From an optimization exercise on the open Yosys and OpenROAD flow, aimed at small area, a short achievable clock period and few clock cycles; shortcuts taken in it are not production practice. In this exercise RTL edits were held to simulation tests only and were not proved equivalent to the original. The clock port is modelled as an ideal driver, which makes a skipped or thinned clock tree look cheaper than it is; a real chip needs a root buffer or a tree. Power figures rest on the tool's default switching activity, not on a simulated workload.

==> design.v <==
`timescale 1ns / 1ps
package tmr_pkg;
    localparam int MOTIF_CHARS = 16;
    localparam int BASE_W = 8;
    localparam int LEN_W = 5;
    localparam int RUN_W = 8;
    localparam int SKIP_W = 4;
    localparam int CFG_IDX_W = 2;
    localparam int CFG_DATA_W = 64;
    localparam logic [CFG_IDX_W-1:0] REG_MOTIF_LOW = 2'd0;
    localparam logic [CFG_IDX_W-1:0] REG_MOTIF_HIGH = 2'd1;
    localparam logic [CFG_IDX_W-1:0] REG_MOTIF_LENGTH = 2'd2;
    localparam logic [CFG_IDX_W-1:0] REG_MIN_REPEATS = 2'd3;
    localparam logic [BASE_W-1:0] CHAR_A = 8'h41;
    localparam logic [BASE_W-1:0] CHAR_C = 8'h43;
    localparam logic [BASE_W-1:0] CHAR_G = 8'h47;
    localparam logic [BASE_W-1:0] CHAR_T = 8'h54;
endpackage
`timescale 1ns / 1ps
module tmr_cfg_regs (
    input  logic                                                   aclk,
    input  logic                                                   aresetn,
    input  logic                                                   cfg_valid,
    output logic                                                   cfg_ready,
    input  logic [tmr_pkg::CFG_IDX_W-1:0]                          cfg_index,
    input  logic [tmr_pkg::CFG_DATA_W-1:0]                         cfg_data,
    output logic [tmr_pkg::MOTIF_CHARS-1:0][tmr_pkg::BASE_W-1:0]   motif,
    output logic [1:0]                                             motif_written,
    output logic [tmr_pkg::SKIP_W-1:0]                             len_m1,
    output logic [tmr_pkg::RUN_W-1:0]                              min_rep,
    output logic                                                   min_rep_is1,
    output logic                                                   cfg_ok
);
    logic [tmr_pkg::CFG_DATA_W-1:0] motif_low_reg;
    logic [tmr_pkg::CFG_DATA_W-1:0] motif_high_reg;
    logic [tmr_pkg::SKIP_W-1:0]     len_m1_reg;    
    logic                           len_ok_reg;    
    logic [tmr_pkg::RUN_W-1:0]      min_rep_reg;
    assign cfg_ready = 1'b1;
    logic motif_low_written_reg;
    logic motif_high_written_reg;
    always_ff @(posedge aclk) begin
        if (cfg_valid && (cfg_index == tmr_pkg::REG_MOTIF_LOW)) begin
            motif_low_reg <= cfg_data;
        end
        if (cfg_valid && (cfg_index == tmr_pkg::REG_MOTIF_HIGH)) begin
            motif_high_reg <= cfg_data;
        end
    end
    always_ff @(posedge aclk) begin
        if (!aresetn) begin
            motif_low_written_reg  <= 1'b0;
            motif_high_written_reg <= 1'b0;
        end else if (cfg_valid) begin
            if (cfg_index == tmr_pkg::REG_MOTIF_LOW) begin
                motif_low_written_reg <= 1'b1;
            end
            if (cfg_index == tmr_pkg::REG_MOTIF_HIGH) begin
                motif_high_written_reg <= 1'b1;
            end
        end
    end
    assign motif_written = {motif_high_written_reg, motif_low_written_reg};
    always_ff @(posedge aclk) begin
        if (!aresetn) begin
            len_m1_reg  <= '1;
            len_ok_reg  <= 1'b0;
            min_rep_reg <= tmr_pkg::RUN_W'(1);
        end else if (cfg_valid) begin
            case (cfg_index)
                tmr_pkg::REG_MOTIF_LENGTH: begin
                    len_m1_reg <= cfg_data[tmr_pkg::SKIP_W-1:0] - 1'b1;
                    len_ok_reg <= (cfg_data[tmr_pkg::LEN_W-1:0] != '0) &&
                                  (cfg_data[tmr_pkg::LEN_W-1:0] <= tmr_pkg::LEN_W'(16));
                end
                tmr_pkg::REG_MIN_REPEATS:  min_rep_reg <= cfg_data[tmr_pkg::RUN_W-1:0];
                default: begin
                end
            endcase
        end
    end
    assign motif   = {motif_high_reg, motif_low_reg};
    assign len_m1  = len_m1_reg;
    assign min_rep     = min_rep_reg;
    assign min_rep_is1 = (min_rep_reg == tmr_pkg::RUN_W'(1));
    assign cfg_ok  = len_ok_reg && (min_rep_reg != '0);
endmodule
`timescale 1ns / 1ps
module tmr_scan_ctr (
    input  logic                          aclk,
    input  logic                          step,       
    input  logic                          restart,    
    input  logic [tmr_pkg::SKIP_W-1:0]    len_m1,
    input  logic [tmr_pkg::RUN_W-1:0]     min_rep,
    input  logic                          min_rep_is1,
    input  logic                          match,      
    output logic                          hit
);
    logic [tmr_pkg::SKIP_W-1:0] skip_reg;
    logic [tmr_pkg::RUN_W-1:0]  run_reg;
    logic                       idle;        
    logic [tmr_pkg::RUN_W-1:0]  run_inc;
    assign idle = restart || (skip_reg == '0);
    assign run_inc = run_reg + 1'b1;
    assign hit     = idle && match && (restart ? min_rep_is1 : (run_inc == min_rep));
    always_ff @(posedge aclk) begin
        if (step) begin
            if (!idle) begin
                skip_reg <= skip_reg - 1'b1;
            end else begin
                skip_reg <= match ? len_m1 : '0;
                run_reg  <= match ? (restart ? tmr_pkg::RUN_W'(1) : run_inc) : '0;
            end
        end
    end
endmodule
`timescale 1ns / 1ps
module tmr_window (
    input  logic                                                   aclk,
    input  logic                                                   accept,
    input  logic                                                   restart,
    input  logic [tmr_pkg::BASE_W-1:0]                             base,
    input  logic [tmr_pkg::MOTIF_CHARS-1:0][tmr_pkg::BASE_W-1:0]   motif,
    input  logic [1:0]                                             motif_written,   
    input  logic [tmr_pkg::SKIP_W-1:0]                             len_m1,
    output logic                                                   fwd_match,
    output logic                                                   rev_match
);
    localparam int N = tmr_pkg::MOTIF_CHARS;
    logic [N-1:0] fwd_reg;
    logic [N-1:0] rev_reg;
    logic [N-1:0] fwd_next;
    logic [N-1:0] rev_next;
    logic [N-1:0] eq;
    logic [N-1:0] eqc;
    logic [N-1:0] rev_start;
    logic         is_at;
    logic         is_nuc;
    logic         is_cg;
    logic         is_zero;
    logic [7:0]   base_c;
    assign is_at  = (base == tmr_pkg::CHAR_A) || (base == tmr_pkg::CHAR_T);
    assign is_cg  = (base == tmr_pkg::CHAR_C) || (base == tmr_pkg::CHAR_G);
    assign is_nuc = is_at || is_cg;
    assign is_zero = (base == '0);
    assign base_c = base ^ {3'b000, is_at, 1'b0, is_nuc, 1'b0, is_at};
    always_comb begin
        logic [tmr_pkg::BASE_W-1:0] d;
        logic                       z;
        for (int k = 0; k < N; k++) begin
            d      = base ^ motif[k];
            z      = !(d[7] || d[6] || d[5] || d[3] || d[1]);
            eq[k]  = z && !d[4] && !d[2] && !d[0];
            eqc[k] = z && ((!d[4] && !d[2] && !d[0] && !is_nuc) ||
                           (d[4] && d[2] && d[0] && is_at) ||
                           (!d[4] && d[2] && !d[0] && is_cg));
            if (!motif_written[k / 8]) begin
                eq[k]  = is_zero;
                eqc[k] = is_zero;
            end
            rev_start[k] = (len_m1 <= 4'(k));
        end
        for (int k = 0; k < N; k++) begin
            fwd_next[k] = eq[k] && ((k == 0) || (!restart && fwd_reg[(k == 0) ? 0 : k - 1]));
            rev_next[k] = eqc[k] && (rev_start[k] || (!restart && rev_reg[(k == N - 1) ? k : k + 1]));
        end
    end
    always_ff @(posedge aclk) begin
        if (accept) begin
            fwd_reg <= fwd_next;
            rev_reg <= rev_next;
        end
    end
    assign fwd_match = fwd_reg[len_m1];
    assign rev_match = rev_reg[0];
endmodule
`timescale 1ns / 1ps
module tandem_motif_repeat_detector (
    input  logic                              aclk,
    input  logic                              aresetn,
    input  logic                              s_tvalid,
    output logic                              s_tready,
    input  logic [7:0]                        s_tdata,    
    input  logic [1:0]                        s_tuser,    
    input  logic                              s_tlast,    
    output logic                              m_tvalid,
    input  logic                              m_tready,
    output logic [7:0]                        m_tdata,    
    output logic [0:0]                        m_tuser,    
    input  logic                              cfg_valid,
    output logic                              cfg_ready,
    input  logic [tmr_pkg::CFG_IDX_W-1:0]     cfg_index,
    input  logic [tmr_pkg::CFG_DATA_W-1:0]    cfg_data
);
    logic [tmr_pkg::MOTIF_CHARS-1:0][tmr_pkg::BASE_W-1:0] motif;
    logic [1:0]                 motif_written;
    logic [tmr_pkg::SKIP_W-1:0] len_m1;
    logic [tmr_pkg::RUN_W-1:0]  min_rep;
    logic                       min_rep_is1;
    logic                       cfg_ok;
    logic accept;
    logic ready_reg;
    logic                       in_valid_reg;
    logic [tmr_pkg::BASE_W-1:0] in_base_reg;
    logic                       in_first_reg;
    logic                       in_last_reg;
    logic                       in_region_reg;
    logic                       in_restart;
    logic                       after_last_reg;    
    logic                       fwd_match;
    logic                       rev_match;
    logic scan_valid_reg;
    logic scan_restart_reg;
    logic scan_last_reg;
    logic scan_region_reg;
    logic found_reg;
    logic found_next;
    logic fwd_hit;
    logic rev_hit;
    logic push;
    logic out_valid_reg;
    logic out_found_reg;
    logic out_region_reg;
    logic spare_valid_reg;
    logic spare_found_reg;
    logic spare_region_reg;
    logic pop;
    logic head_valid;
    logic head_found;
    logic head_region;
    logic [2:0] owed;        
    logic       accept_last;
    tmr_cfg_regs u_cfg (
        .aclk      (aclk),
        .aresetn   (aresetn),
        .cfg_valid (cfg_valid),
        .cfg_ready (cfg_ready),
        .cfg_index (cfg_index),
        .cfg_data  (cfg_data),
        .motif     (motif),
        .motif_written (motif_written),
        .len_m1    (len_m1),
        .min_rep     (min_rep),
        .min_rep_is1 (min_rep_is1),
        .cfg_ok    (cfg_ok)
    );
    assign s_tready = ready_reg;
    assign accept   = s_tvalid && ready_reg;
    always_ff @(posedge aclk) begin
        if (!aresetn) begin
            in_valid_reg <= 1'b0;
        end else begin
            in_valid_reg <= accept;
        end
    end
    always_ff @(posedge aclk) begin
        in_base_reg   <= s_tdata;
        in_first_reg  <= s_tuser[1];
        in_last_reg   <= s_tlast;
        in_region_reg <= s_tuser[0];
    end
    assign in_restart = in_first_reg || after_last_reg;
    always_ff @(posedge aclk) begin
        if (!aresetn) begin
            after_last_reg <= 1'b1;
        end else if (in_valid_reg) begin
            after_last_reg <= in_last_reg;
        end
    end
    tmr_window u_window (
        .aclk      (aclk),
        .accept    (in_valid_reg),
        .restart   (in_restart),
        .base      (in_base_reg),
        .motif     (motif),
        .motif_written (motif_written),
        .len_m1    (len_m1),
        .fwd_match (fwd_match),
        .rev_match (rev_match)
    );
    always_ff @(posedge aclk) begin
        if (!aresetn) begin
            scan_valid_reg <= 1'b0;
        end else begin
            scan_valid_reg <= in_valid_reg;
        end
    end
    always_ff @(posedge aclk) begin
        scan_restart_reg <= in_restart;
        scan_last_reg    <= in_last_reg;
        scan_region_reg  <= in_region_reg;
    end
    tmr_scan_ctr u_fwd_scan (
        .aclk    (aclk),
        .step    (scan_valid_reg),
        .restart (scan_restart_reg),
        .len_m1  (len_m1),
        .min_rep     (min_rep),
        .min_rep_is1 (min_rep_is1),
        .match   (fwd_match && cfg_ok),
        .hit     (fwd_hit)
    );
    tmr_scan_ctr u_rev_scan (
        .aclk    (aclk),
        .step    (scan_valid_reg),
        .restart (scan_restart_reg),
        .len_m1  (len_m1),
        .min_rep     (min_rep),
        .min_rep_is1 (min_rep_is1),
        .match   (rev_match && cfg_ok),
        .hit     (rev_hit)
    );
    assign found_next = (found_reg && !scan_restart_reg) || fwd_hit || rev_hit;
    always_ff @(posedge aclk) begin
        if (scan_valid_reg) begin
            found_reg <= found_next;
        end
    end
    assign push = scan_valid_reg && scan_last_reg;
    assign pop         = out_valid_reg && m_tready;
    assign head_valid  = pop ? spare_valid_reg  : out_valid_reg;
    assign head_found  = pop ? spare_found_reg  : out_found_reg;
    assign head_region = pop ? spare_region_reg : out_region_reg;
    always_ff @(posedge aclk) begin
        if (!aresetn) begin
            out_valid_reg   <= 1'b0;
            spare_valid_reg <= 1'b0;
        end else begin
            out_valid_reg   <= head_valid || push;
            spare_valid_reg <= (pop ? 1'b0 : spare_valid_reg) || (push && head_valid);
        end
    end
    logic keep_head;
    logic take_spare;
    logic take_new;
    assign keep_head  = out_valid_reg && !pop;
    assign take_spare = pop && spare_valid_reg;
    assign take_new   = !head_valid;
    always_ff @(posedge aclk) begin
        out_found_reg  <= (keep_head && out_found_reg) || (take_spare && spare_found_reg) ||
                          (take_new && found_next);
        out_region_reg <= (keep_head && out_region_reg) || (take_spare && spare_region_reg) ||
                          (take_new && scan_region_reg);
        if (push && head_valid) begin
            spare_found_reg  <= found_next;
            spare_region_reg <= scan_region_reg;
        end
    end
    assign owed        = 3'(out_valid_reg) + 3'(spare_valid_reg) + 3'(push) +
                         3'(in_valid_reg && in_last_reg);
    assign accept_last = accept && s_tlast;
    always_ff @(posedge aclk) begin
        if (!aresetn) begin
            ready_reg <= 1'b1;
        end else begin
            ready_reg <= (owed == 3'd0) ||
                         ((owed == 3'd1) && (pop || !accept_last)) ||
                         ((owed == 3'd2) && pop && !accept_last);
        end
    end
    assign m_tvalid   = out_valid_reg;
    assign m_tdata    = {7'd0, out_found_reg};
    assign m_tuser[0] = out_region_reg;
endmodule
==> flow/run.sh <==
#!/bin/bash
# The standard layout (standard.sh: standard synthesis and ORFS steps at
# the design's clock period and SDC), with these changes to how it is made:
#  - repair_timing aims for a setup slack of 7.2 ns at the 10 ns clock, so
#    sizing and buffering shorten the critical paths;
#  - buf_1 as the port buffer of every input and output (repair upsizes it
#    where timing needs);
#  - CTS with clkbuf_8 leaves of at most 16 sinks and no dummy loads;
#  - after CTS, the tree's root buffer is removed so the clock port drives
#    the tree's first level (2 clock buffers) directly.
# Each step's output goes to its own log: make_cts.log, drop_clock_root.log,
# make_finish.log here, and ORFS's per-step logs under orfs/logs/.
set -euo pipefail
export MY_ABC_SCRIPT=$PWD/flow/abc_area.script
KNOBS=(SYNTH_SCRIPT=$PWD/flow/synth.tcl
  SETUP_SLACK_MARGIN=7.35
  "BUFFER_PORTS_ARGS=-buffer_cell sky130_fd_sc_hd__buf_1"
  "CTS_ARGS=-sink_clustering_enable -repair_clock_nets -dont_use_dummy_load -root_buf sky130_fd_sc_hd__clkbuf_16 -buf_list sky130_fd_sc_hd__clkbuf_8 -sink_clustering_size 16 -sink_clustering_max_diameter 60")
bash standard.sh "${KNOBS[@]}" cts > make_cts.log 2>&1
RESULTS=$PWD/orfs/results/$FLOW_PLATFORM/tandem_motif_repeat_detector/base \
  openroad -no_init -exit flow/drop_clock_root.tcl > drop_clock_root.log 2>&1
bash standard.sh "${KNOBS[@]}" finish > make_finish.log 2>&1
==> flow/abc_area.script <==
strash
&get -n
&fraig -x
&put
scorr
dc2
dretime
strash
&get -n
&dch -f
&nf -R 1000
&put
topo
stime -c
buffer -c
upsize -c
dnsize -c
==> flow/drop_clock_root.tcl <==
proc drop_clock_root {} {
  set block [ord::get_db_block]
  set clknet [$block findNet aclk]
  set roots {}
  foreach it [$clknet getITerms] { lappend roots [$it getInst] }
  if {[llength $roots] != 1} { puts "drop_clock_root: port drives [llength $roots] pins, nothing done"; return }
  set root [lindex $roots 0]
  if {![string match "*clkbuf*" [[$root getMaster] getName]]} { puts "drop_clock_root: root is not a clock buffer"; return }
  set outnet ""
  foreach it [$root getITerms] { if {[[$it getMTerm] getName] eq "X"} { set outnet [$it getNet] } }
  set loads {}
  foreach it [$outnet getITerms] { if {[$it getInst] ne $root} { lappend loads $it } }
  if {[llength $loads] > 4} { puts "drop_clock_root: root drives [llength $loads] pins, nothing done"; return }
  foreach it $loads { $it disconnect; $it connect $clknet }
  odb::dbInst_destroy $root
  odb::dbNet_destroy $outnet
  puts "drop_clock_root: port now drives [llength $loads] clock buffers"
}

set results $::env(RESULTS)
read_db $results/4_cts.odb
drop_clock_root
write_db $results/4_cts.odb
==> flow/synth.tcl <==
# The standard synthesis script (synth_recipe.tcl), except that ABC maps
# the logic with an area-oriented script (abc_area.script beside this file);
# registers are mapped before ABC, so they are the standard synthesis's.
proc synth {args} { yosys synth -nofsm -noshare {*}$args }
proc abc {args} {
  set i [lsearch -exact $args -script]
  if {$i >= 0} { set args [lreplace $args $i [expr {$i+1}] -script $::env(MY_ABC_SCRIPT)] }
  yosys abc {*}$args
}
source $::env(SCRIPTS_DIR)/synth.tcl
# left out here: clear keep_hierarchy, flatten, clean up, hide names made inside functions, write 1_2_yosys.v
==> standard.sh <==
#!/bin/bash
# synth_recipe.tcl (not shown) runs the flow's synth.tcl, then flattens the netlist and writes it again
# the make line also repeats each setting of config.mk as NAME=value (left out here)
make -C /OpenROAD-flow-scripts/flow DESIGN_CONFIG=/design/flow/config.mk WORK_HOME=/design/flow/orfs CLKGATE_MAP_FILE= SYNTH_SCRIPT=/design/flow/synth_recipe.tcl "${@:-finish}"
==> config.mk <==
export PLATFORM = sky130hd
export DESIGN_NAME = tandem_motif_repeat_detector
export DESIGN_NICKNAME = tandem_motif_repeat_detector
export VERILOG_FILES = /design/flow/design.v
export SDC_FILE = /design/flow/constraint.sdc
export NUM_CORES = 4
export LEC_CHECK = 0
export CAP_MARGIN = 20
export CORE_MARGIN = 2
export CORE_UTILIZATION = 70
export SLEW_MARGIN = 20
==> constraint.sdc <==
create_clock -name core_clock -period 10.0 [get_ports {aclk}]
set_input_delay 2.0000 -clock core_clock [delete_from_list [all_inputs] [get_ports {aclk}]]
set_output_delay 2.0000 -clock core_clock [all_outputs]
set_load 0.01 [all_outputs]
==> summary.md, run 1 <==
| Metric | Value |
|---|---|
| Unique masters post-synth | `between 50 and 60` |
| Dpl cell area | `between 0.01 and 0.015 mm^2` |
| Vias | `7539` |
| Tcrit/Tclk final | `0.280` |
| Clock sink count | `224` |
| Grt total ovfl | `0` |
| CP max stage delay | `0.36 ns` |
| F_max | `0.357 GHz` |
| Req. time, crit path | `8.00 ns` |
| Share of cells above drive strength 1 | `0.122` |
| Number of global-route vias before repair | `7161` |
| Port bufs | `85` |
| Crit path cell chain | `buf_6` |
| Pwr per Cell Area | `146 mW/mm^2` |
| Lkg Pwr | `3.84 nW` |
| Initial DRC Count | `between 800 and 900` |
| Slew headroom | `0.553` |
| Crit path capture type | `output pin` |
| I/O pin cnt | `94` |
| Status | `complete, no violations` |
| Fraction of registers with async set/reset | `0` |
| DRC Markers | `0` |
| Fin area | `0.0115 mm^2` |
| Synth-to-layout area growth | `13.3%` |
| DR pass1 iterations | `6` |
| # fillers | `792` |
| Via density | `between 6 and 7` |
| Die outline width | `roughly 120 um` |
| CORE AREA | `0.0140 mm^2` |
| Final #Nets | `1036` |
| Power Total | `0.00168 W` |
| Final slew viol count | `0` |
| Worst-Skew Late Latency | `between 0.3 and 0.4 ns` |
| Die height | `124 um` |
| Max VDD drop | `0.166 mV` |
| Worst setup margin | `7.20 ns` |
| Antenna violations before repair | `0` |
| Primary FF master, synth | `edfxtp_1` |
| Num rows | `43` |
| Post-route antenna net violation count | `0` |
| Critical Path AT | `approximately 0.80 ns` |
| Period minus WS final | `approximately 2.8 ns` |
| Reg2Reg Setup Slack | `7.47 ns` |
| Crit start category | `register` |
| Die area | `0.0155 mm^2` |
| First-pass GRT wire length | `between 30000 and 40000 um` |
| Syn avg cell area | `11.9 um^2` |
| Crit path max fanout | `2` |
| EDFF count, synth | `~190` |
| Max Cap Violations | `0` |
| Clk slew on worst S/H paths | `0.10 ns` |
| HP Class | `reg -> reg` |
| Finished Layout Cells | `1124` |
| Slowest-stage cell, CP | `dfxtp_4` |
| Post-Route WL | `24400 um` |
| Seq cells post-synth | `~220` |
| WP buf/inv | `1` |
| Final hold violation count | `0` |
| Total Neg Setup Slack | `0 ns` |
| RSZ-0062 raised after global routing | `yes` |
| Post-synthesis cell area | `~0.01 mm^2` |
| Setup WS pre-CTS | `6.32 ns` |
| Synthesis Warnings | `4` |
| GP Congestion | `about 0.9` |
| All-layer global routing usage | `0.289` |
| Final setup violation count | `0` |
| Largest net degree at the start of global routing | `66` |
| Post-Place Cells | `roughly 1100` |
| Synthesized instance count | `848` |
| Hpwl dp | `15000 um` |
| Wirelength per Cell | `21.7 um` |
| WS Path Type | `reg -> out` |
| Initial Utilization | `0.724` |
| Diode count | `0` |
| Seq/Total Area, Yosys | `0.627` |
| Largest delay share family, worst path | `flip-flops` |
| Skew final | `0.0282 ns` |
| Worst-Margin Slew | `around 0.66 ns` |
==> repair_timing <==
item,4_1_cts,5_1_grt
hold buffers,0,0
gates resized for setup,40,48
buffers inserted,5,13
pin swaps,1,4
setup endpoints to repair,166,176
cloned,3,7
==> per-stage QoR <==
step / utilization / hold WS (ns)
global placement: 0.759 / 0.311
finish: 0.821 / 0.336
detailed placement: 0.759 / 0.315
global route: 0.821 / 0.352
CTS: 0.793 / 0.338
floorplan: - / 0.310
==> metal layers <==
metal  GRT usage  share of wire  vias up
met5           0              0        -
li1            -              -     3336
met4       0.130          0.051        0
met2       0.476           0.48      570
met1       0.388           0.36     3534
met3      0.0387           0.11       99
==> area by class of cell <==
| cell class | instances | area, um^2 | area share |
|---|---|---|---|
| clock buffer | 16 | 243 | 0.0211 |
| inverter | 29 | 129 | 0.0112 |
| multi-input combinational | 557 | 3670 | 0.320 |
| sequential | 224 | 6380 | 0.556 |
| tap | 180 | 225 | 0.0196 |
| timing repair buffer | 116 | 815 | 0.0710 |
| timing repair inverter | 2 | 12.5 | 0.00109 |
==> synthesized netlist by cell type (6+ instances only) <==
master | count | share of area
nand2_1 | 60 | 0.022
o221ai_1 | 9 | 0.0078
clkbuf_1 | 23 | 0.0085
nor2_1 | 61 | 0.023
buf_2 | 8 | 0.0040
and3_1 | 17 | 0.010
nand2b_1 | 9 | 0.0056
a222oi_1 | 9 | 0.0089
inv_1 | 27 | 0.010
edfxtp_1 | 187 | 0.55
buf_4 | 9 | 0.0067
a31oi_1 | 9 | 0.0056
ha_1 | 7 | 0.0086
o211ai_1 | 11 | 0.0081
a21oi_1 | 58 | 0.029
a221oi_1 | 11 | 0.0095
o22ai_1 | 10 | 0.0062
nand3_1 | 26 | 0.013
nor2b_1 | 6 | 0.0037
nor3b_1 | 8 | 0.0059
xnor2_1 | 42 | 0.036
xor2_1 | 54 | 0.047
o21ai_0 | 47 | 0.023
nor3_1 | 24 | 0.012
nand3b_1 | 6 | 0.0044
dfxtp_1 | 37 | 0.073
==> cells in the final DEF, fill, tap and decap left out, types with 4 or more instances in the layout <==
cell        Yosys  layout
edfxtp_1      187     187
buf_1           4      74
nand2_1        60      58
nor2_1         61      55
a21oi_1        58      55
xor2_1         54      53
o21ai_0        47      44
xnor2_1        42      41
nand3_1        26      26
dfxtp_1        37      24
inv_1          27      21
nor3_1         24      20
buf_4           9      19
and3_1         17      16
clkbuf_8        0      14
a221oi_1       11      11
o211ai_1       11      11
o22ai_1        10      10
dfxtp_2         0      10
nand2b_1        9       9
a31oi_1         9       9
o221ai_1        9       9
a222oi_1        9       9
conb_1          2       8
clkbuf_16       0       7
buf_6           0       7
nand3b_1        6       6
ha_1            7       6
nor2b_1         6       5
clkinvlp_4      0       5
a211oi_1        5       5
nor3b_1         8       5
or3_1           5       5
nor4_1          5       4
a22oi_1         4       4
and2_1          4       4
nor3_2          0       4
o2111ai_1       4       4
buf_12          0       4
==> cell families (layout without fill, tap and decap cells) <==
family / Yosys count / in the layout / synth area share
simple gates: 243 / 243 / 0.118
flops: 224 / 224 / 0.627
compound gates: 202 / 202 / 0.129
xor+xnor: 96 / 96 / 0.0830
buf+inv: 73 / 163 / 0.0314
fa+ha+maj: 8 / 8 / 0.0106
other cells: 2 / 8 / 0.000741
==> final timing paths <==
check                                            from                      end  depth (start not counted)
hold reg to reg                 in_region_reg$_DFF_P_  scan_region_reg$_DFF_P_                          0
setup reg to reg  u_rev_scan.run_reg[0]$_SDFFCE_PP0P_    out_found_reg$_DFF_P_                         10
setup / recovery             out_valid_reg$_SDFF_PN0_                 m_tvalid                          1
hold / removal                  in_region_reg$_DFF_P_  scan_region_reg$_DFF_P_                          0
==> where the power goes <==
| part | switching (W) | total, W | internal, W |
|---|---|---|---|
| registers | 0.0000379 | 0.00109 | 0.00105 |
| clock network | 0.000267 | 0.000431 | 0.000164 |
| logic | 0.0000899 | 0.000154 | 0.0000646 |
| total | 0.000395 | 0.00168 | 0.00128 |
Testbench counts, summed over its fixed seeds: cycles 41,687.
==> run 2: changes to the inputs <==
--- a/flow/run.sh
+++ b/flow/run.sh
@@ -1,4 +1,7 @@
 #!/bin/bash
-# The standard layout (standard.sh: standard synthesis and ORFS steps at
-# the design's clock period and SDC), with these changes to how it is made:
+# The standard layout (standard.sh: ORFS steps at the design's clock
+# period and SDC), with these changes to how it is made:
+#  - synthesis is standard.sh's (synth_recipe.tcl flow, same register
+#    mapping, flattening and renaming), except that ABC maps the logic with
+#    an area-oriented script (flow/synth.tcl, flow/abc_area.script);
 #  - repair_timing aims for a setup slack of 7.2 ns at the 10 ns clock, so
@@ -15,3 +18,3 @@
 KNOBS=(SYNTH_SCRIPT=$PWD/flow/synth.tcl
-  SETUP_SLACK_MARGIN=7.35
+  SETUP_SLACK_MARGIN=7.2
   "BUFFER_PORTS_ARGS=-buffer_cell sky130_fd_sc_hd__buf_1"
--- a/flow/abc_area.script
+++ b/flow/abc_area.script
@@ -12,2 +12,7 @@
 &put
+strash
+&get -n
+&dch -f
+&nf -R 1000
+&put
 topo
--- a/config.mk
+++ b/config.mk
@@ -9,3 +9,3 @@
 export CORE_MARGIN = 2
-export CORE_UTILIZATION = 70
+export CORE_UTILIZATION = 60
 export SLEW_MARGIN = 20
==> run 2 against run 1 <==
Effect of this change: cell count rose by 1.9%; worst hold slack got worse by 0.0022 ns; die area rose by 17%; first-iteration DRC count fell by 40%; largest cell class unchanged; critical path depth did not move; largest power group unchanged; fmax rose by 0.65%; total power fell by 0.61%.
==> summary.md, run 2 <==
| Metric | Value |
|---|---|
| Clock sink count | `between 200 and 250` |
| GP Congestion | `~0.86` |
| Post-Route WL | `23000 um` |
| Commonest non-fill, non-tap cell in the layout | `edfxtp_1` |
| Max Cap Violations | `0` |
| Die area | `0.0180 mm^2` |
| WP buf/inv | `1` |
| Wirelength per Cell | `20.1 um` |
| Crit start category | `register` |
| Synth-to-layout area growth | `10.6%` |
| Primary FF master, synth | `edfxtp_1` |
| CORE AREA | `0.0166 mm^2` |
| Total Neg Setup Slack | `0 ns` |
| Final setup violation count | `0` |
| Hpwl dp | `15200 um` |
| Via density | `6.10` |
| Period minus WS final | `roughly 2.8 ns` |
| R2R cell count | `14` |
| Met2 WL | `11000 um` |
| Slowest-stage cell, CP | `dfxtp_2` |
| I/O pin cnt | `94` |
| Met1 WL | `9500 um` |
| Seq/Total Area, Yosys | `0.625` |
| Worst-Margin Slew | `0.681 ns` |
| Tcrit/Tclk final | `0.279` |
| WS Path Type | `reg -> out` |
| Grt total ovfl | `0` |
| Met3 WL post-DR | `1510 um` |
| Clk slew on worst S/H paths | `around 0.09 ns` |
| Reg2Reg Setup Slack | `about 7.3 ns` |
| Vias | `between 6000 and 7000` |
| Req. time, crit path | `8.00 ns` |
| Hold WS | `~0.33 ns` |
| Launch point of the worst reg-to-reg path | `u_fwd_scan.run_reg[0]$_SDFFCE_PP0P_` |
| Reg-to-Reg End | `out_found_reg$_DFF_P_` |
| Crit path cell chain | `buf_6` |
| First-pass GRT wire length | `35700 um` |
| DR pass1 iterations | `5` |
| Flop pwr share | `0.651` |
| Share of the synthesized area in the top cell type | `0.552` |
| Initial DRC Count | `542` |
| Initial Utilization | `0.613` |
| Seq cells post-synth | `224` |
| Critical Path AT | `a little under 0.8 ns` |
| EDFF count, synth | `187` |
| Final hold violation count | `0` |
| Lkg Pwr | `3.73 nW` |
| Status | `complete, no violations` |
| Die height | `134 um` |
| DRC Markers | `0` |
| NetSw | `0.000381 W` |
| All-layer global routing usage | `0.254` |
| Port bufs | `85` |
| Setup WS pre-CTS | `between 6 and 7 ns` |
| Comb power frac | `0.088` |
| Net Sw Frac | `0.229` |
| # fillers | `around 1300` |
| Pwr per Cell Area | `148 mW/mm^2` |
| Antenna violations before repair | `0` |
| Crit path capture type | `output pin` |
| CP max stage delay | `0.34 ns` |
| Highest metal layer with signal wires | `met4` |
| Commonest cells after routing, fill and taps aside | `edfxtp_1, buf_1, nor2_1` |
| Finished Layout Cells | `1145` |
| Number of global-route vias before repair | `6886` |
| Skew final | `0.0259 ns` |
| Post-synthesis cell area | `0.0102 mm^2` |
| Final slew viol count | `0` |
| Clk pwr share | `0.260` |
| Top cell type by total area after synthesis | `edfxtp_1` |
| Max VDD drop | `roughly 0.12 mV` |
| Num rows | `47` |
| Library cell with the highest instance count after synthesis | `edfxtp_1` |
| Post-route antenna net violation count | `0` |
| Synthesized instance count | `838` |
| HP Class | `reg -> reg` |
| Fraction of registers with async set/reset | `0` |
| Diode count | `0` |
| Crit path max fanout | `2` |
| Top cells by count, synth | `edfxtp_1, nor2_1, nand2_1` |
| RSZ-0062 raised after global routing | `yes` |
| Hold Crit Depth | `0` |
| CTS Hold Buffers Added | `0` |
| Area contributors post-synth | `edfxtp_1, dfxtp_1, xnor2_1, xor2_1, nor2_1` |
| Share of cells above drive strength 1 | `0.0930` |
| Post-Place Cells | `1112` |
| Unique masters post-synth | `69` |
| Syn avg cell area | `~12 um^2` |
| Largest delay share family, worst path | `flip-flops` |
| F_max | `between 0.3 and 0.4 GHz` |
| Int Pwr | `0.00128 W` |
| Worst setup margin | `7.21 ns` |
| Final #Nets | `1017` |
| Worst-Skew Late Latency | `0.34 ns` |
| Slew headroom | `0.544` |
| Largest net degree at the start of global routing | `66` |
| Hold wc startpoint | `in_region_reg$_DFF_P_` |
| Synthesis Warnings | `4` |
| Die outline width | `~130 um` |
| Hold EP | `scan_region_reg$_DFF_P_` |
run 2: kinds of logic (layout without fill, tap and decap cells):
family                   count (synthesis)  in the layout  synth area share
multiplexers                             1              1           0.00221
XOR/XNOR                               102            102            0.0886
AND/OR/NAND/NOR                        244            244             0.115
flip-flops                             224            224             0.625
buffers and inverters                   73            154            0.0325
adder cells (fa/ha/maj)                  8              8            0.0106
AO/OA/AOI/OAI                          184            184             0.125
other                                    2              8          0.000738
run 2: metrics by stage:
stage,instance area (um^2),power [W],utilization
5_1_grt,11300,0.00173,0.679
4_1_cts,11100,0.00170,0.668
6_report,11300,0.00167,0.679
3_5_place_dp,10700,0.00124,0.644
3_3_place_gp,10700,0.00123,0.644
2_1_floorplan,10200,0.00119,-
run 2: area by class of cell:
type	instances	area [um^2]	share of cell area
Sequential cell	224	6370	0.566
Inverter	28	114	0.0101
Timing Repair Buffer	109	648	0.0576
Multi-Input combinational cell	547	3590	0.319
Clock buffer	17	256	0.0228
Tap cell	220	275	0.0245
run 2: power groups by stage:
stage	Clock (W)	Combinational [W]	Sequential, W
floorplan	0	0.000101	0.00109
global placement	0	0.000129	0.00110
detailed placement	0	0.000135	0.00111
CTS	0.000474	0.000140	0.00108
global route	0.000478	0.000163	0.00109
finish	0.000433	0.000147	0.00108
run 2: worst max-delay path by stage:
stage | startpoint | endpoint | slack, ns | cells after the start
2_1_floorplan | cfg_valid | u_cfg.motif_low_reg[0]$_DFFE_PP_ | 5.89 | 1
3_3_place_gp | cfg_valid | u_cfg.motif_low_reg[18]$_DFFE_PP_ | 6.31 | 3
3_5_place_dp | cfg_valid | u_cfg.motif_low_reg[44]$_DFFE_PP_ | 6.27 | 3
4_1_cts | out_valid_reg$_SDFF_PN0_ | m_tvalid | 7.06 | 1
5_1_grt | out_valid_reg$_SDFF_PN0_ | m_tvalid | 7.19 | 1
6_report | ready_reg$_SDFF_PN1_ | s_tready | 7.21 | 1
run 2: per-layer routing:
metal	track usage	vias up
met2	0.429	280
met5	0	-
met4	0.112	0
met1	0.331	3381
li1	-	3272
met3	0.0348	52
run 2: what timing repair did:
action                     in CTS  in global routing
gates cloned                    1                  3
pin swaps                       1                  3
resized for setup              26                 19
setup buffers                   3                  9
setup endpoints to repair     160                163
==> run 3: changes to the inputs <==
--- a/config.mk
+++ b/config.mk
@@ -9,3 +9,3 @@
 export CORE_MARGIN = 2
-export CORE_UTILIZATION = 60
+export CORE_UTILIZATION = 70
 export SLEW_MARGIN = 20
==> run 3 against run 2 <==
Effect of this change: still clean on timing, DRC and antenna; non-clock buffer count fell by 3; highest routed layer unchanged; via count rose by 0.37%; total power fell by 0.74%; critical endpoint is now u_cfg.motif_low_reg[40]$_DFFE_PP_; worst hold slack improved by 0.0049 ns; wire length fell by 2.5%.
==> summary.md, run 3 <==
| Metric | Value |
|---|---|
| NetSw | `0.000379 W` |
| Seq cells post-synth | `224` |
| Flop pwr share | `0.655` |
| Post-Route WL | `roughly 22000 um` |
| WS Path Type | `in -> reg` |
| CORE AREA | `~0.014 mm^2` |
| Int Pwr | `about 0.0013 W` |
| Commonest non-fill, non-tap cell in the layout | `edfxtp_1` |
| First-pass GRT wire length | `34800 um` |
| Die height | `~120 um` |
| Crit start category | `input port` |
| Crit path max fanout | `33` |
| Area contributors post-synth | `edfxtp_1, dfxtp_1, xnor2_1, xor2_1, nor2_1` |
| Fin area | `0.0112 mm^2` |
| Hold WS | `around 0.34 ns` |
| Comb power frac | `0.090` |
| Grt total ovfl | `0` |
| Finished Core Util | `0.777` |
| Largest net degree at the start of global routing | `66` |
| Dpl cell area | `roughly 0.011 mm^2` |
| Worst-Margin Slew | `0.814 ns` |
| Period minus WS final | `roughly 2.8 ns` |
| GP Congestion | `just under 0.9` |
| Commonest cells after routing, fill and taps aside | `edfxtp_1, buf_1, nor2_1` |
| Status | `complete, no violations` |
| Met1 WL | `slightly below 9000 um` |
| Primary FF master, synth | `edfxtp_1` |
| Syn avg cell area | `12.1 um^2` |
| Post-synthesis cell area | `0.0102 mm^2` |
| Seq/Total Area, Yosys | `0.625` |
| Req. time, crit path | `10.02 ns` |
| Synthesized instance count | `838` |
| Die outline width | `~120 um` |
| Initial Utilization | `0.708` |
| Clk slew on worst S/H paths | `~0.10 ns` |
| Antenna violations before repair | `0` |
| Slew headroom | `0.453` |
| Crit path capture type | `register` |
| Wirelength per Cell | `20.3 um` |
| Top cell type by total area after synthesis | `edfxtp_1` |
| Synth-to-layout area growth | `9.71%` |
| Clk pwr share | `0.255` |
| Library cell with the highest instance count after synthesis | `edfxtp_1` |
| # fillers | `943` |
| Via density | `approximately 6.3` |
| Die area | `between 0.015 and 0.02 mm^2` |
| Skew final | `0.0108 ns` |
| Met3 WL post-DR | `1740 um` |
| Initial DRC Count | `slightly below 800` |
| All-layer global routing usage | `0.282` |
| Final setup violation count | `0` |
| Synthesis Warnings | `4` |
| Tcrit/Tclk final | `0.279` |
| Share of the synthesized area in the top cell type | `0.552` |
| I/O pin cnt | `94` |
| Lkg Pwr | `3.71 nW` |
| DRC Markers | `0` |
| Top cells by count, synth | `edfxtp_1, nor2_1, nand2_1` |
| Pwr per Cell Area | `~150 mW/mm^2` |
| HP Class | `reg -> reg` |
| Worst-Skew Late Latency | `0.33 ns` |
| Num rows | `44` |
| F_max | `0.358 GHz` |
| Fraction of registers with async set/reset | `0` |
| Port bufs | `85` |
| Critical Path AT | `2.81 ns` |
| EDFF count, synth | `187` |
| Vias | `7011` |
| Clock sink count | `224` |
| Total Neg Setup Slack | `0 ns` |
| DR pass1 iterations | `8` |
| Number of global-route vias before repair | `between 6000 and 7000` |
| Unique masters post-synth | `69` |
| Hpwl dp | `15100 um` |
| Final hold violation count | `0` |
| Post-route antenna net violation count | `0` |
| RSZ-0062 raised after global routing | `yes` |
| Net Sw Frac | `0.229` |
| Max VDD drop | `0.144 mV` |
| Diode count | `0` |
| Met2 WL | `between 10000 and 15000 um` |
| Share of cells above drive strength 1 | `0.0945` |
| Max Cap Violations | `0` |
| Highest metal layer with signal wires | `met4` |
| Final #Nets | `1013` |
| Final slew viol count | `0` |
run 3: cell counts after synthesis:
Identical to the previous run, type by type.
run 3: worst max-delay path: stages:
cell and delay (ns):
buf_1 0.17, nor3b_4 0.26, buf_4 0.15, buf_12 0.20
run 3: timing repair:
item | CTS | global route
hold endpoints to repair | 0 | 0
gates cloned | 1 | 1
buffers inserted | 3 | 8
gates resized for setup | 28 | 19
pin swaps | 1 | 7
setup endpoints to repair | 165 | 166
hold buffers | 0 | 0
run 3: worst paths after layout:
path / startpoint / endpoint / slack, ns / cells past startpoint
setup / recovery: cfg_index[1] / u_cfg.motif_low_reg[40]$_DFFE_PP_ / 7.21 / 4
hold / removal: in_region_reg$_DFF_P_ / scan_region_reg$_DFF_P_ / 0.34 / 0
setup reg to reg: u_fwd_scan.run_reg[0]$_SDFFCE_PP0P_ / out_found_reg$_DFF_P_ / 7.24 / 14
hold reg to reg: in_region_reg$_DFF_P_ / scan_region_reg$_DFF_P_ / 0.34 / 0
run 3: cell families (layout without fill, tap and decap cells):
logic type	after synthesis	after routing	share of synthesized area
xor+xnor	102	102	0.0886
compound gates	184	184	0.125
flops	224	224	0.625
buf+inv	73	150	0.0325
mux	1	1	0.00221
fa+ha+maj	8	8	0.0106
simple gates	244	244	0.115
other cells	2	8	0.000738
run 3: power by group through the flow:
stage / registers (W) / logic, W / clock network, W
CTS: 0.00108 / 0.000143 / 0.000453
finish: 0.00108 / 0.000149 / 0.000421
global placement: 0.00110 / 0.000130 / 0
global route: 0.00109 / 0.000163 / 0.000460
detailed placement: 0.00110 / 0.000138 / 0
floorplan: 0.00109 / 0.000101 / 0
run 3: layer usage:
metal  up-vias  GRT usage
met5         -          0
met3        53     0.0309
met2       357      0.483
met1      3354      0.380
li1       3247          -
met4         0      0.101
run 3: area by class of cell:
class	count	area, um^2	share of cell area
sequential	224	6370	0.570
multi-input combinational	547	3630	0.325
timing repair buffer	106	581	0.0520
clock buffer	16	243	0.0218
tap	184	230	0.0206
inverter	28	110	0.00987
run 3: per-stage QoR:
stage / worst slack, ns / power, W / cells
3_3_place_gp: 6.38 / 0.00123 / 1076
6_report: 7.21 / 0.00165 / 1105
3_5_place_dp: 6.33 / 0.00124 / 1076
4_1_cts: 7.08 / 0.00168 / 1097
5_1_grt: 7.10 / 0.00171 / 1105
2_1_floorplan: 5.89 / 0.00119 / 844
==> run 4: changes to the inputs <==
--- a/flow/run.sh
+++ b/flow/run.sh
@@ -18,3 +18,3 @@
 KNOBS=(SYNTH_SCRIPT=$PWD/flow/synth.tcl
-  SETUP_SLACK_MARGIN=7.2
+  SETUP_SLACK_MARGIN=7.3
   "BUFFER_PORTS_ARGS=-buffer_cell sky130_fd_sc_hd__buf_1"
==> run 4 against run 3 <==
Effect of this change: clock skew is 0.0064 ns higher; via count is 3.1% higher; wire length is 6.1% higher; sequential share of layout area is 0.98 points lower; combinational power is 3% higher; critical path type is now reg -> out; critical endpoint is now s_tready.
==> summary.md, run 4 <==
| Metric | Value |
|---|---|
| EDFF count, synth | `187` |
| RSZ-0062 raised after global routing | `yes` |
| Final slew viol count | `0` |
| Dpl cell area | `0.0106 mm^2` |
| CORE AREA | `~0.014 mm^2` |
| First-pass GRT wire length | `between 30000 and 40000 um` |
| Main combinational cell family by area after synthesis | `compound AO/OA/AOI/OAI gates` |
| Area contributors post-synth | `edfxtp_1, dfxtp_1, xnor2_1, xor2_1, nor2_1` |
| Pwr per Cell Area | `147 mW/mm^2` |
| Status | `complete, no violations` |
| Final hold violation count | `0` |
| I/O pin cnt | `94` |
| Final setup violation count | `0` |
| Finished Layout Cells | `1108` |
| Port bufs | `85` |
| Post-synthesis mux area share | `0.00221` |
| Unique masters post-synth | `just under 70` |
| Largest delay share family, worst path | `flip-flops` |
| Initial DRC Count | `1022` |
| Via density | `6.53` |
| Launch point of the worst reg-to-reg path | `u_fwd_scan.run_reg[0]$_SDFFCE_PP0P_` |
| Post-Route WL | `approximately 24000 um` |
| DR pass1 iterations | `6` |
| Post-Synth Adder-Cell Area | `0.0106` |
| Skew final | `0.0172 ns` |
| Final #Nets | `between 1000 and 1500` |
| Number of global-route vias before repair | `7112` |
| CP max stage delay | `0.36 ns` |
| Finished Core Util | `0.791` |
| Xor/xnor share of the synthesized area | `0.0886` |
| Reg-to-Reg End | `out_found_reg$_DFF_P_` |
| Slew headroom | `0.575` |
| Antenna violations before repair | `0` |
| Wirelength per Cell | `21.4 um` |
| Share of cells above drive strength 1 | `0.113` |
| F_max | `0.359 GHz` |
| Diode count | `0` |
| Worst Setup EP | `s_tready` |
| Initial Utilization | `0.708` |
| Share of the synthesized area in the top cell type | `0.552` |
| Commonest non-fill, non-tap cell in the layout | `edfxtp_1` |
| Worst setup path start | `ready_reg$_SDFF_PN1_` |
| WS Path Type | `reg -> out` |
| Highest metal layer with signal wires | `met4` |
| Library cell with the highest instance count after synthesis | `edfxtp_1` |
| Seq cells post-synth | `224` |
| Synthesized instance count | `approximately 840` |
| Clock sink count | `224` |
| Fraction of registers with async set/reset | `0` |
| Die area | `~0.016 mm^2` |
| Critical Path AT | `0.79 ns` |
| # fillers | `a little over 900` |
| Tcrit/Tclk final | `0.279` |
| Synthesis Warnings | `4` |
| Die outline width | `125 um` |
| Crit start category | `register` |
| Largest net degree at the start of global routing | `66` |
| Post-synthesis cell area | `between 0.01 and 0.015 mm^2` |
| Hpwl dp | `15100 um` |
| Top cells by count, synth | `edfxtp_1, nor2_1, nand2_1` |
| DRC Markers | `0` |
| Multi-input logic area | `approximately 0.0037 mm^2` |
| Num rows | `between 40 and 50` |
| Crit path max fanout | `3` |
| Post-route antenna net violation count | `0` |
| Simple-Gate Fraction of Synth Area | `0.115` |
| Post-Place Cells | `1074` |
| WP buf/inv | `1` |
| Max Cap Violations | `0` |
| Synth Area in Compound Gates | `0.125` |
| Total Neg Setup Slack | `0 ns` |
| Fin area | `0.0114 mm^2` |
| All-layer global routing usage | `0.296` |
| Crit path capture type | `output pin` |
| Instance count on the critical path | `1` |
| Hold WS | `0.347 ns` |
| Req. time, crit path | `roughly 8.0 ns` |
| Lkg Pwr | `3.77 nW` |
| Met2 WL | `11300 um` |
| Primary FF master, synth | `edfxtp_1` |
| Max VDD drop | `0.143 mV` |
| Met3 WL post-DR | `2220 um` |
| Slowest-stage cell, CP | `dfxtp_2` |
| Top cell type by total area after synthesis | `edfxtp_1` |
| Register cell area after layout | `0.00637 mm^2` |
| Vias | `7230` |
| Met1 WL | `9000 um` |
| HP Class | `reg -> reg` |
| Die height | `125 um` |
| Period minus WS final | `2.79 ns` |
| Seq/Total Area, Yosys | `0.625` |
| Worst-Skew Late Latency | `0.34 ns` |
| Synth-to-layout area growth | `11.8%` |
| Reg2Reg Setup Slack | `around 7.3 ns` |
| R2R cell count | `14` |
| Grt total ovfl | `0` |
| Clk slew on worst S/H paths | `0.09 ns` |
| GP Congestion | `0.903` |
| Syn avg cell area | `12.1 um^2` |
| Worst-Margin Slew | `0.637 ns` |
| Crit path cell chain | `buf_6` |
| Commonest cells after routing, fill and taps aside | `edfxtp_1, buf_1, nor2_1` |
-- run 4: cell counts after synthesis --
No cell type changed its count.
-- run 4: how the worst min path moves through the flow --
stage               slack, ns  depth (start not counted)             startpoint                      end
global route             0.36                          0  in_region_reg$_DFF_P_  scan_region_reg$_DFF_P_
floorplan                0.31                          0  in_region_reg$_DFF_P_  scan_region_reg$_DFF_P_
detailed placement       0.32                          0  in_region_reg$_DFF_P_  scan_region_reg$_DFF_P_
CTS                      0.35                          0  in_region_reg$_DFF_P_  scan_region_reg$_DFF_P_
finish                   0.35                          0  in_region_reg$_DFF_P_  scan_region_reg$_DFF_P_
global placement         0.31                          0  in_region_reg$_DFF_P_  scan_region_reg$_DFF_P_
-- run 4: layer usage --
metal / up-vias / GRT usage
met1: 3427 / 0.400
met2: 457 / 0.483
met5: - / 0
li1: 3253 / -
met4: 0 / 0.137
met3: 93 / 0.0425
-- run 4: cells by family (layout without fill, tap and decap cells) --
family | after synthesis | after routing
adder cells (fa/ha/maj) | 8 | 8
flip-flops | 224 | 224
buffers and inverters | 73 | 153
AO/OA/AOI/OAI | 184 | 184
XOR/XNOR | 102 | 102
AND/OR/NAND/NOR | 244 | 244
other | 2 | 8
multiplexers | 1 | 1
-- run 4: what timing repair did --
| action | 4_1_cts | 5_1_grt |
|---|---|---|
| pin swaps | 2 | 5 |
| gates cloned | 2 | 6 |
| resized for setup | 39 | 33 |
| hold buffers | 0 | 0 |
| endpoints found under the setup margin | 169 | 163 |
| buffers inserted | 5 | 5 |
-- run 4: final cells by class --
| cell class | instances | area share |
|---|---|---|
| multi-input combinational | 547 | 0.324 |
| sequential | 224 | 0.561 |
| timing repair buffer | 109 | 0.0636 |
| inverter | 28 | 0.0105 |
| tap | 184 | 0.0203 |
| clock buffer | 16 | 0.0214 |
-- run 4: per-stage QoR --
| step | power [W] | setup WS [ns] |
|---|---|---|
| after global placement | 0.00123 | 6.34 |
| after global routing | 0.00173 | 7.12 |
| after detailed placement | 0.00124 | 6.24 |
| final | 0.00167 | 7.21 |
| after floorplan | 0.00119 | 5.89 |
| after CTS | 0.00169 | 7.06 |
-- run 4: where the power goes --
group | internal, W | total [W] | switching [W]
clock | 0.000164 | 0.000431 | 0.000267
combinational | 0.0000636 | 0.000154 | 0.0000902
sequential | 0.00105 | 0.00109 | 0.0000362
==> run 5: changes to the inputs <==
--- a/flow/run.sh
+++ b/flow/run.sh
@@ -18,3 +18,3 @@
 KNOBS=(SYNTH_SCRIPT=$PWD/flow/synth.tcl
-  SETUP_SLACK_MARGIN=7.3
+  SETUP_SLACK_MARGIN=7.1
   "BUFFER_PORTS_ARGS=-buffer_cell sky130_fd_sc_hd__buf_1"
==> run 5 against run 4 <==
Effect of this change: still clean; critical path depth grew 2; fmax shrank 4.0%; first-iteration DRC count shrank 20%; via count shrank 2.7%; clock skew is essentially flat; combinational power shrank 6%; worst hold slack gained 0.0056 ns; non-clock buffer count shrank 9; worst setup slack lost 0.12 ns.
==> summary.md, run 5 <==
| Metric | Value |
|---|---|
| Unique masters post-synth | `69` |
| Clock sink count | `224` |
| Worst-Skew Late Latency | `0.34 ns` |
| Share of cells above drive strength 1 | `0.0798` |
| Worst-Margin Slew | `roughly 0.87 ns` |
| DRC Markers | `0` |
| Lkg Pwr | `roughly 3.7 nW` |
| CP max stage delay | `0.39 ns` |
| Status | `complete, no violations` |
| GP Congestion | `0.901` |
| Post-synthesis mux area share | `0.00221` |
| Crit path capture type | `register` |
| Clk slew on worst S/H paths | `0.10 ns` |
| Max Cap Violations | `0` |
| Final #Nets | `around 1000` |
| HP Class | `reg -> reg` |
| Max VDD drop | `0.128 mV` |
| Crit path cell chain | `clkbuf_2 > nor3b_4 > clkbuf_16` |
| Slowest-stage cell, CP | `nor3b_4` |
| Hold WS | `0.352 ns` |
| DR pass1 iterations | `7` |
| Simple-Gate Fraction of Synth Area | `0.115` |
| I/O pin cnt | `94` |
| Top cells by count, synth | `edfxtp_1, nor2_1, nand2_1` |
| Commonest non-fill, non-tap cell in the layout | `edfxtp_1` |
| Synth-to-layout area growth | `8.44%` |
| RSZ-0062 raised after global routing | `yes` |
| Via density | `6.40` |
| Power Total | `approximately 0.0017 W` |
| Port bufs | `85` |
| Final setup violation count | `0` |
| Top cell type by total area after synthesis | `edfxtp_1` |
| Primary FF master, synth | `edfxtp_1` |
| Main combinational cell family by area after synthesis | `compound AO/OA/AOI/OAI gates` |
| First-pass GRT wire length | `35400 um` |
| F_max | `about 0.34 GHz` |
| WS Path Type | `in -> reg` |
| Post-Place Cells | `1077` |
| Grt total ovfl | `0` |
| Commonest cells after routing, fill and taps aside | `edfxtp_1, buf_1, nor2_1` |
| Req. time, crit path | `~10 ns` |
| Synthesis Warnings | `4` |
| Hpwl dp | `15200 um` |
| Tcrit/Tclk final | `0.290` |
| Period minus WS final | `2.90 ns` |
| Share of the synthesized area in the top cell type | `0.552` |
| Largest net degree at the start of global routing | `66` |
| Critical Path AT | `~2.9 ns` |
| Crit start category | `input port` |
| Die outline width | `125 um` |
| All-layer global routing usage | `0.286` |
| CORE AREA | `approximately 0.014 mm^2` |
| Fraction of registers with async set/reset | `0` |
| Die area | `about 0.016 mm^2` |
| Diode count | `0` |
| Area contributors post-synth | `edfxtp_1, dfxtp_1, xnor2_1, xor2_1, nor2_1` |
| Seq/Total Area, Yosys | `0.625` |
| Die height | `125 um` |
| Post-Route WL | `22500 um` |
| Total Neg Setup Slack | `0 ns` |
| Wirelength per Cell | `20.5 um` |
| Xor/xnor share of the synthesized area | `0.0886` |
| Initial Utilization | `0.708` |
| Library cell with the highest instance count after synthesis | `edfxtp_1` |
| Syn avg cell area | `around 12 um^2` |
| Seq cells post-synth | `224` |
| Final hold violation count | `0` |
| Post-synthesis cell area | `slightly above 0.01 mm^2` |
| Synthesized instance count | `between 800 and 900` |
| Vias | `7036` |
| Pwr per Cell Area | `150 mW/mm^2` |
| Final slew viol count | `0` |
| Antenna violations before repair | `0` |
| Number of global-route vias before repair | `6882` |
| Crit path max fanout | `33` |
| Num rows | `44` |
| Post-Synth Adder-Cell Area | `0.0106` |
| Post-route antenna net violation count | `0` |
| Finished Layout Cells | `1099` |
| Initial DRC Count | `around 820` |
| EDFF count, synth | `187` |
| Finished Core Util | `0.768` |
| Slew headroom | `0.418` |
| Synth Area in Compound Gates | `0.125` |
| Skew final | `0.0173 ns` |
## run 5: cell count changes in the layout (fill, tap and decap cells not counted), sizes merged
| cell | previous run | this run |
|---|---|---|
| buf | 101 | 95 |
| clkbuf | 24 | 21 |
| clkinv | 1 | 0 |
| clkinvlp | 1 | 0 |
| inv | 26 | 28 |
## run 5: area by class of cell
| class | instances | area [um^2] |
|---|---|---|
| sequential | 224 | 6360 |
| multi-input combinational | 547 | 3580 |
| fill | 949 | 3340 |
| timing repair buffer | 100 | 509 |
| clock buffer | 16 | 243 |
| tap | 184 | 230 |
| inverter | 28 | 108 |
## run 5: cells by family after synthesis
group / after synthesis
other: 2
and+or+nand+nor: 244
DFF: 224
adders and majority gates: 8
muxes: 1
buffers and inverters: 73
AOI/OAI and AO/OA: 184
xor gates and xnor gates: 102
## run 5: routing by layer
metal  vias to the layer above  global-route usage  share of wire
met4                         0               0.124          0.044
li1                       3241                   -              -
met3                        58              0.0309          0.065
met5                         -                   0              0
met2                       337               0.474           0.49
met1                      3400               0.388           0.40
## run 5: path summary, 6_finish.rpt
| path | to | cells after the start | slack (ns) | startpoint |
|---|---|---|---|---|
| hold / removal | scan_region_reg$_DFF_P_ | 0 | 0.35 | in_region_reg$_DFF_P_ |
| hold reg to reg | scan_region_reg$_DFF_P_ | 0 | 0.35 | in_region_reg$_DFF_P_ |
| setup reg to reg | u_window.rev_reg[5]$_DFFE_PP_ | 7 | 7.22 | in_base_reg[6]$_DFF_P_ |
| setup / recovery | u_cfg.motif_low_reg[26]$_DFFE_PP_ | 3 | 7.10 | cfg_valid |
## run 5: where the power goes
group / switching, W / total, W / leakage (nW) / internal (W)
Sequential: 0.0000312 / 0.00108 / 2.05 / 0.00105
Clock: 0.000263 / 0.000427 / 0.125 / 0.000164
Combinational: 0.0000891 / 0.000145 / 1.49 / 0.0000562
Total: 0.000383 / 0.00166 / 3.67 / 0.00127
## run 5: worst max-delay path, delay by kind of cell
| kind | cells | cell delay [ns] |
|---|---|---|
| buffers and inverters | 2 | 0.50 |
| and+or+nand+nor | 1 | 0.39 |
## run 5: metrics by stage
step	area (um^2)	worst slack, ns
global placement	10600	6.33
global route	11000	7.04
detailed placement	10600	6.27
CTS	11000	7.08
floorplan	10200	5.89
finish	11000	7.10
## run 5: timing repair
action | CTS | global route
gates cloned | 0 | 1
resized for setup | 19 | 18
pin swaps | 0 | 2
hold buffers | 0 | 0
buffers inserted | 2 | 3
setup endpoints to repair | 150 | 150
==> run 6: changes to the inputs <==
--- a/flow/run.sh
+++ b/flow/run.sh
@@ -18,5 +18,5 @@
 KNOBS=(SYNTH_SCRIPT=$PWD/flow/synth.tcl
-  SETUP_SLACK_MARGIN=7.1
+  SETUP_SLACK_MARGIN=7.2
   "BUFFER_PORTS_ARGS=-buffer_cell sky130_fd_sc_hd__buf_1"
-  "CTS_ARGS=-sink_clustering_enable -repair_clock_nets -dont_use_dummy_load -root_buf sky130_fd_sc_hd__clkbuf_16 -buf_list sky130_fd_sc_hd__clkbuf_8 -sink_clustering_size 16 -sink_clustering_max_diameter 60")
+  "CTS_ARGS=-sink_clustering_enable -repair_clock_nets -dont_use_dummy_load -root_buf sky130_fd_sc_hd__clkbuf_16 -buf_list sky130_fd_sc_hd__clkbuf_8 -sink_clustering_size 20 -sink_clustering_max_diameter 80")
 bash standard.sh "${KNOBS[@]}" cts > make_cts.log 2>&1
==> run 6 against run 5 <==
Effect of this change: still clean; cell area grew 1.1%; sequential power about the same; combinational power up 3%; synthesized cell count did not move; critical path type unchanged; largest power group unchanged.
==> summary.md, run 6 <==
| Metric | Value |
|---|---|
| Status | `complete, no violations` |
| Share of cells above drive strength 1 | `0.0925` |
| Final #Nets | `between 1000 and 1500` |
| Via density | `6.32` |
| All-layer global routing usage | `0.283` |
| Synth-to-layout area growth | `9.64%` |
| Tcrit/Tclk final | `0.282` |
| Worst-Margin Slew | `0.840 ns` |
| Synthesis Warnings | `4` |
| Post-synthesis cell area | `around 0.010 mm^2` |
| Initial Utilization | `0.708` |
| Finished Core Util | `0.776` |
| HP Class | `reg -> reg` |
| Critical Path AT | `between 2 and 3 ns` |
| Pwr per Cell Area | `roughly 150 mW/mm^2` |
| Met3 WL post-DR | `about 1500 um` |
| Largest net degree at the start of global routing | `66` |
| WS Path Type | `in -> reg` |
| I/O pin cnt | `94` |
| Skew final | `0.0657 ns` |
| Launch point of the worst reg-to-reg path | `u_fwd_scan.run_reg[1]$_SDFFCE_PP0P_` |
| Post-route antenna net violation count | `0` |
| Max Cap Violations | `0` |
| Unique masters post-synth | `69` |
| Req. time, crit path | `10.06 ns` |
| Final slew viol count | `0` |
| Max VDD drop | `0.168 mV` |
| Vias | `~7000` |
| Seq/Total Area, Yosys | `0.625` |
| Highest metal layer with signal wires | `met4` |
| EDFF count, synth | `187` |
| R2R cell count | `14` |
| Met2 WL | `11200 um` |
| Die height | `approximately 120 um` |
| Library cell with the highest instance count after synthesis | `edfxtp_1` |
| Top cells by count, synth | `edfxtp_1, nor2_1, nand2_1` |
| Diode count | `0` |
| Clk slew on worst S/H paths | `0.12 ns` |
| Final hold violation count | `0` |
| Clock sink count | `224` |
| Worst Setup EP | `u_cfg.motif_low_reg[5]$_DFFE_PP_` |
| Worst-Skew Late Latency | `roughly 0.34 ns` |
| Die area | `0.0155 mm^2` |
| Lkg Pwr | `roughly 3.7 nW` |
| Worst setup margin | `between 7 and 8 ns` |
| Antenna violations before repair | `0` |
| Reg-to-Reg End | `out_found_reg$_DFF_P_` |
| First-pass GRT wire length | `35000 um` |
| RSZ-0062 raised after global routing | `yes` |
| Die outline width | `between 100 and 150 um` |
| GP Congestion | `0.891` |
| Reg2Reg Setup Slack | `7.34 ns` |
| Crit path capture type | `register` |
| Top cell type by total area after synthesis | `edfxtp_1` |
| DRC Markers | `0` |
| Slew headroom | `0.435` |
| Post-Route WL | `22700 um` |
| Primary FF master, synth | `edfxtp_1` |
| Area contributors post-synth | `edfxtp_1, dfxtp_1, xnor2_1, xor2_1, nor2_1` |
| Grt total ovfl | `0` |
| Synthesized instance count | `838` |
| CORE AREA | `0.0144 mm^2` |
| Dpl cell area | `~0.011 mm^2` |
| Period minus WS final | `2.82 ns` |
| Commonest non-fill, non-tap cell in the layout | `edfxtp_1` |
| Num rows | `44` |
| Worst setup path start | `cfg_index[1]` |
| Share of the synthesized area in the top cell type | `0.552` |
| Wirelength per Cell | `20.5 um` |
| Port bufs | `85` |
| Met1 WL | `9040 um` |
| Number of global-route vias before repair | `6903` |
| DR pass1 iterations | `7` |
| Initial DRC Count | `~760` |
| Total Neg Setup Slack | `0 ns` |
| Seq cells post-synth | `between 200 and 250` |
| Syn avg cell area | `12.1 um^2` |
| Final setup violation count | `0` |
| Crit start category | `input port` |
| Fraction of registers with async set/reset | `0` |
| F_max | `~0.35 GHz` |
| Crit path max fanout | `16` |
| Setup WS pre-CTS | `6.33 ns` |
| Fin area | `0.0112 mm^2` |
| Hpwl dp | `15100 um` |
| Commonest cells after routing, fill and taps aside | `edfxtp_1, buf_1, nor2_1` |
-- run 6: how the worst min path moves through the flow --
stage / start / endpoint / slack (ns) / cells past startpoint
finish: in_region_reg$_DFF_P_ / scan_region_reg$_DFF_P_ / 0.34 / 0
floorplan: in_region_reg$_DFF_P_ / scan_region_reg$_DFF_P_ / 0.31 / 0
global placement: in_region_reg$_DFF_P_ / scan_region_reg$_DFF_P_ / 0.31 / 0
detailed placement: in_region_reg$_DFF_P_ / scan_region_reg$_DFF_P_ / 0.32 / 0
global route: in_region_reg$_DFF_P_ / scan_region_reg$_DFF_P_ / 0.36 / 0
CTS: in_region_reg$_DFF_P_ / scan_region_reg$_DFF_P_ / 0.34 / 0
-- run 6: cell type report --
cell class,count,area [um^2]
Sequential cell,224,6370
Multi-Input combinational cell,547,3630
Fill cell,947,3220
Timing Repair Buffer,106,606
Tap cell,184,230
Clock buffer,14,215
Inverter,28,110
-- run 6: worst max-delay path: stages --
cell and delay, ns:
buf_1 0.17, nor3b_4 0.23, buf_4 0.16, buf_6 0.13, clkbuf_16 0.19
-- run 6: report_power, final --
group | internal, W | total (W) | switching, W
sequential | 0.00105 | 0.00108 | 0.0000312
combinational | 0.0000595 | 0.000150 | 0.0000905
clock | 0.000146 | 0.000401 | 0.000255
-- run 6: stage by stage --
step / instances / hold WS [ns] / power [W]
after floorplan: 844 / 0.310 / 0.00119
after global placement: 1076 / 0.310 / 0.00123
after detailed placement: 1076 / 0.316 / 0.00124
after CTS: 1096 / 0.343 / 0.00166
after global routing: 1103 / 0.358 / 0.00169
final: 1103 / 0.343 / 0.00163
-- run 6: cells by family after synthesis --
group,share of synthesized area
simple gates,0.115
flops,0.625
compound gates,0.125
xor+xnor,0.0886
buf+inv,0.0325
fa+ha+maj,0.0106
other cells,0.000738
mux,0.00221
-- run 6: metal layers --
layer	vias to the layer above	GRT usage
met3	53	0.0318
met2	295	0.484
met4	0	0.112
li1	3248	-
met1	3377	0.376
met5	-	0
-- run 6: repair_timing --
action	in CTS	in global routing
setup endpoints to repair	165	82
hold buffers	0	0
buffers inserted	4	5
resized for setup	27	21
pin swaps	0	4
gates cloned	1	3

-- afterwards: timing with drivers on the ports --
How much do the figures lean on ideal ports? The routed layouts below were timed once more, with nothing changed but the port constraints. Step 1: set_driving_cell puts a clkbuf_16 on aclk and a buf_2 on each other input, an assumption about the parent block. Step 2, shift: input delay + t, output delay - t, t = (earliest + latest rising clock arrival at the registers) / 2. This alone moves slack from input paths to output paths. a / b / c = ideal ports / drivers / drivers and shift; a / b = the first two.
run	t (ns)	slack for setup (ns)	hold slack, ns	latest minus earliest clock arrival (ns)	pins driven straight from the clock port
run 1	0.381	7.195 / 7.139 / 6.955	0.336 / 0.336 / 0.336	0.030 / 0.030	2
run 2	0.384	7.214 / 7.155 / 6.867	0.334 / 0.334 / 0.334	0.026 / 0.026	2
run 3	0.382	7.209 / 7.166 / 6.859	0.339 / 0.339 / 0.339	0.015 / 0.015	2
run 4	0.387	7.212 / 7.155 / 6.874	0.347 / 0.347 / 0.347	0.018 / 0.017	2
run 5	0.385	7.096 / 7.130 / 6.745	0.352 / 0.352 / 0.352	0.018 / 0.017	2
run 6	0.362	7.177 / 7.152 / 6.844	0.343 / 0.343 / 0.343	0.071 / 0.071	2
After both steps every run listed still meets setup and hold. For run 5, which loses most, drivers alone change the setup slack by +0.034 ns; drivers and shift together by -0.351 ns.
